From an optimization exercise on the open Yosys and OpenROAD flow, aimed at small area; shortcuts taken in it are not production practice.
At most, simulation tests tie the RTL to the original design; equivalence was not proved.
Power is estimated from default activity; no workload was simulated.

// step_detector_cadence_core
module step_detector_cadence_core #(
   parameter int COUNT_WIDTH = 24
) (
   input  logic               clock,
   input  logic               reset,
   input  logic               csr_we,
   input  logic [2:0]         csr_index,
   input  logic [15:0]        csr_wdata,
   input  logic               req_valid,
   output logic               req_stall,
   input  logic signed [15:0] req_accel_x,
   input  logic signed [15:0] req_accel_y,
   input  logic signed [15:0] req_accel_z,
   input  logic [31:0]        req_time_ms,
   input  logic               req_clear_count,
   output logic               rsp_valid,
   input  logic               rsp_stall,
   output logic               rsp_stepped,
   output logic [23:0]        rsp_step_count,
   output logic [16:0]        rsp_cadence
);
   localparam logic [2:0] P_IDLE = 3'd0, P_M1 = 3'd1, P_M2 = 3'd2, P_DL = 3'd3,
                          P_DIV = 3'd4, P_AVG = 3'd5, P_LT = 3'd6, P_DONE = 3'd7;
   logic [14:0] thr_ff, mrg_ff;
   logic [15:0] min_ff, max_ff, idle_ff;
   localparam logic [15:0] THR_RST = 16'd3072, MRG_RST = 16'd256, MIN_RST = 16'd200,
                           MAX_RST = 16'd3000, IDLE_RST = 16'd2500;
   wire [15:0] rmask = {16{reset}};
   wire [15:0] thr_d  = (csr_wdata & ~rmask) | (THR_RST & rmask);
   wire [15:0] mrg_d  = (csr_wdata & ~rmask) | (MRG_RST & rmask);
   wire [15:0] min_d  = (csr_wdata & ~rmask) | (MIN_RST & rmask);
  ...
Size: ~870 cells after synthesis, roughly 210 flip-flops, about 150 I/O pins, roughly 9900 um2 of cells after synthesis.
Settings: LEC_CHECK=0, CAP_MARGIN=20, CORE_MARGIN=2, CORE_UTILIZATION=65, PLACE_DENSITY=0.75, SLEW_MARGIN=20; clock period 9.0 ns.
standard.sh (not shown) runs the stock make flow with config.mk's settings and CLKGATE_MAP_FILE= SYNTH_SCRIPT=/design/flow/synth_recipe.tcl, a recipe that flattens the netlist after the stock synthesis.
==> flow/flow/run.sh <==
#!/bin/bash
# Standard synthesis and layout, with two changes: the port buffers are the smallest buffer
# (buf_1), and clock tree synthesis uses clkbuf_2 buffers and no dummy loads.
set -euo pipefail
cd "$(dirname "${BASH_SOURCE[0]}")/.."
bash standard.sh synth > synth_flow.log 2>&1
bash standard.sh \
   BUFFER_PORTS_ARGS="-buffer_cell sky130_fd_sc_hd__buf_1" \
   CTS_ARGS="-sink_clustering_enable -repair_clock_nets -dont_use_dummy_load -buf_list sky130_fd_sc_hd__clkbuf_2" \
   finish > layout_flow.log 2>&1
==> next run, changes <==
--- a/flow/design.v
+++ b/flow/design.v
@@ -79,24 +79,23 @@
    logic [9:0] cnt;
    wire  [4:0] c    = cnt[4:0];
    wire  [3:0] ii   = cnt[3:0];
    wire  [5:0] ka   = cnt[9:4];
    wire  [4:0] nn   = cnt[9:5];
    wire        last32 = &c;
    wire        first  = (c == 5'd0);
    wire        mend   = last32 && (cnt[9:5] == 5'h1F);
    logic [31:0] L;            
    logic [23:0] C;            
    logic [16:0] D;            
-   logic        armed, have_last, hit, rsp_valid_ff, cpend;
-   wire         cclr = req_clear_count | cpend;    
+   logic        armed, have_last, hit, rsp_valid_ff;
    logic [16:0] Q;
    logic [7:0] acc;
    logic        bw, cc, prev, sub, mlt, sat, rs;
    logic        gt_min, lt_max, gt_idle, gt117;
    wire tb     = req_time_ms[c];
    wire lb     = L[0];
    wire bw_in  = first ? 1'b0 : bw;
    wire db     = tb ^ lb ^ bw_in;
    wire bw_nx  = (~tb & lb) | (~(tb ^ lb) & bw_in);
    localparam logic [6:0] K117 = 7'd117;
    wire minb  = ~c[4] & min_ff[c[3:0]];
@@ -193,41 +192,40 @@
          P_AVG:  if (last32 && nn == 5'd16) ph_nx = P_LT;
          P_LT:   if (last32) ph_nx = P_DONE;
          P_DONE: if (accept) ph_nx = P_IDLE;
          default: ph_nx = P_IDLE;
       endcase
    end
    always_ff @(posedge clock) begin
       if (reset) begin
          ph           <= P_IDLE;
          cnt          <= '0;
          rsp_valid_ff <= 1'b0;
-         cpend        <= 1'b1;
          armed        <= 1'b1;
          have_last    <= 1'b0;
       end else begin
          ph       <= ph_nx;
          cnt[4:0] <= cnt[4:0] + 5'd1;
          if (ph_nx != ph) cnt[9:5] <= '0;
          else if (last32) cnt[9:5] <= cnt[9:5] + 5'd1;
          if (rsp_valid_ff && !rsp_stall) rsp_valid_ff <= 1'b0;
-         if (ph == P_DL && last32) cpend <= 1'b0;
          if (accept) begin
             rsp_valid_ff <= 1'b1;
             have_last    <= have_last | hit;
          end
          if (ph == P_DL && last32) armed <= (mlt & rs) | (armed & ~hit);
       end
    end
    always_ff @(posedge clock) begin
-      if (ph == P_DL && c < 5'd24) C <= {(C[0] & ~cclr) ^ cc, C[23:1]};
+      if (reset || (start && req_clear_count)) C <= '0;
+      else if (ph == P_DL && c < 5'd24) C <= {C[0] ^ cc, C[23:1]};
    end
    always_ff @(posedge clock) begin
       if (reset || (ph == P_DL && last32 && kill)) D <= '0;
       else if (ph == P_AVG && col_end)
          D <= {D[0], D[16:10], ((ka >= 6'd8) && (ka <= 6'd24)) ? obit : D[9], D[8:1]};
    end
    logic lin;
    always_comb begin
       if (ph == P_LT) lin = tb;
       else if (ph == P_DL && hit) lin = c[4] ? ((c < 5'd23) & K117[c[2:0]]) : db;
       else lin = lb;
@@ -241,24 +239,24 @@
    end
    always_ff @(posedge clock) begin
       bw      <= bw_nx;
       prev    <= L[16];
       gt_min  <= gt_min_nx;
       lt_max  <= lt_max_nx;
       gt_idle <= gt_idle_nx;
       gt117   <= gt117_nx;
       if (ph == P_M1 && mend) hit <= armed & ~nxt[7];
       if (!mb) mlt <= (ts ^ ms) ? ts : (~first & mlt);
       if (ph == P_M2 && mend) rs <= nxt[7];
-      if (ph == P_M2 && mend) cc <= hit & (cclr | ~(&C));
-      else if (ph == P_DL) cc <= C[0] & ~cclr & cc;
+      if (ph == P_M2 && mend) cc <= hit & ~(&C);
+      else if (ph == P_DL) cc <= C[0] & cc;
       else if (ph == P_DIV) cc <= dco;
       if (ph == P_DL && last32) begin
          sat <= ~gt117_nx;
          sub <= 1'b1;
       end else if (ph == P_DIV && c == 5'd16) sub <= ~ds;
    end
    always_ff @(posedge clock) begin
       if (ph == P_DIV && nn != 5'd0 && c <= 5'd15)
          Q <= {Q[0], first ? (sub | sat) : Q[16], Q[15:1]};
       else if (ph == P_AVG && col_end)
          Q <= {Q[0], Q[16:1]};
What happened:
- fmax rose by 2.8%
- setup slack improved by 220 ps
- clock power is about the same
- die area is higher by 1.4%
- clock skew rose by 18 ps
- via count increases by 3.5%
- area after synthesis is higher by 1.5%
- non-clock buffer count stays the same
- final area went up by 0.73%
- wire length hardly moves
Only the layout flow was run in the second run of this note; the RTL was not checked for function there.

-- separate check: timing with driven ports --
Ports are ideal in the flow. The routed layouts listed here were re-timed in OpenROAD. Step 1 sets driving cells, clkbuf_16 on the clock port and buf_2 on the other inputs (assumed; they add their load-dependent delay and slew). Step 2, shift: input delay + t, output delay - t, t = (earliest + latest rising clock arrival at the registers) / 2. This alone moves slack from input paths to output paths. Slacks: no drivers / after step 1 / after step 2; pairs: no drivers / after step 1.
run | t, ns | setup WS [ns] | worst setup path at the end
the first run | 0.754 | 0.861 / 0.861 / 0.861 | register to register
the second run | 0.749 | 1.083 / 1.083 / 1.083 | register to register
After both steps setup and hold are still met in every run listed.
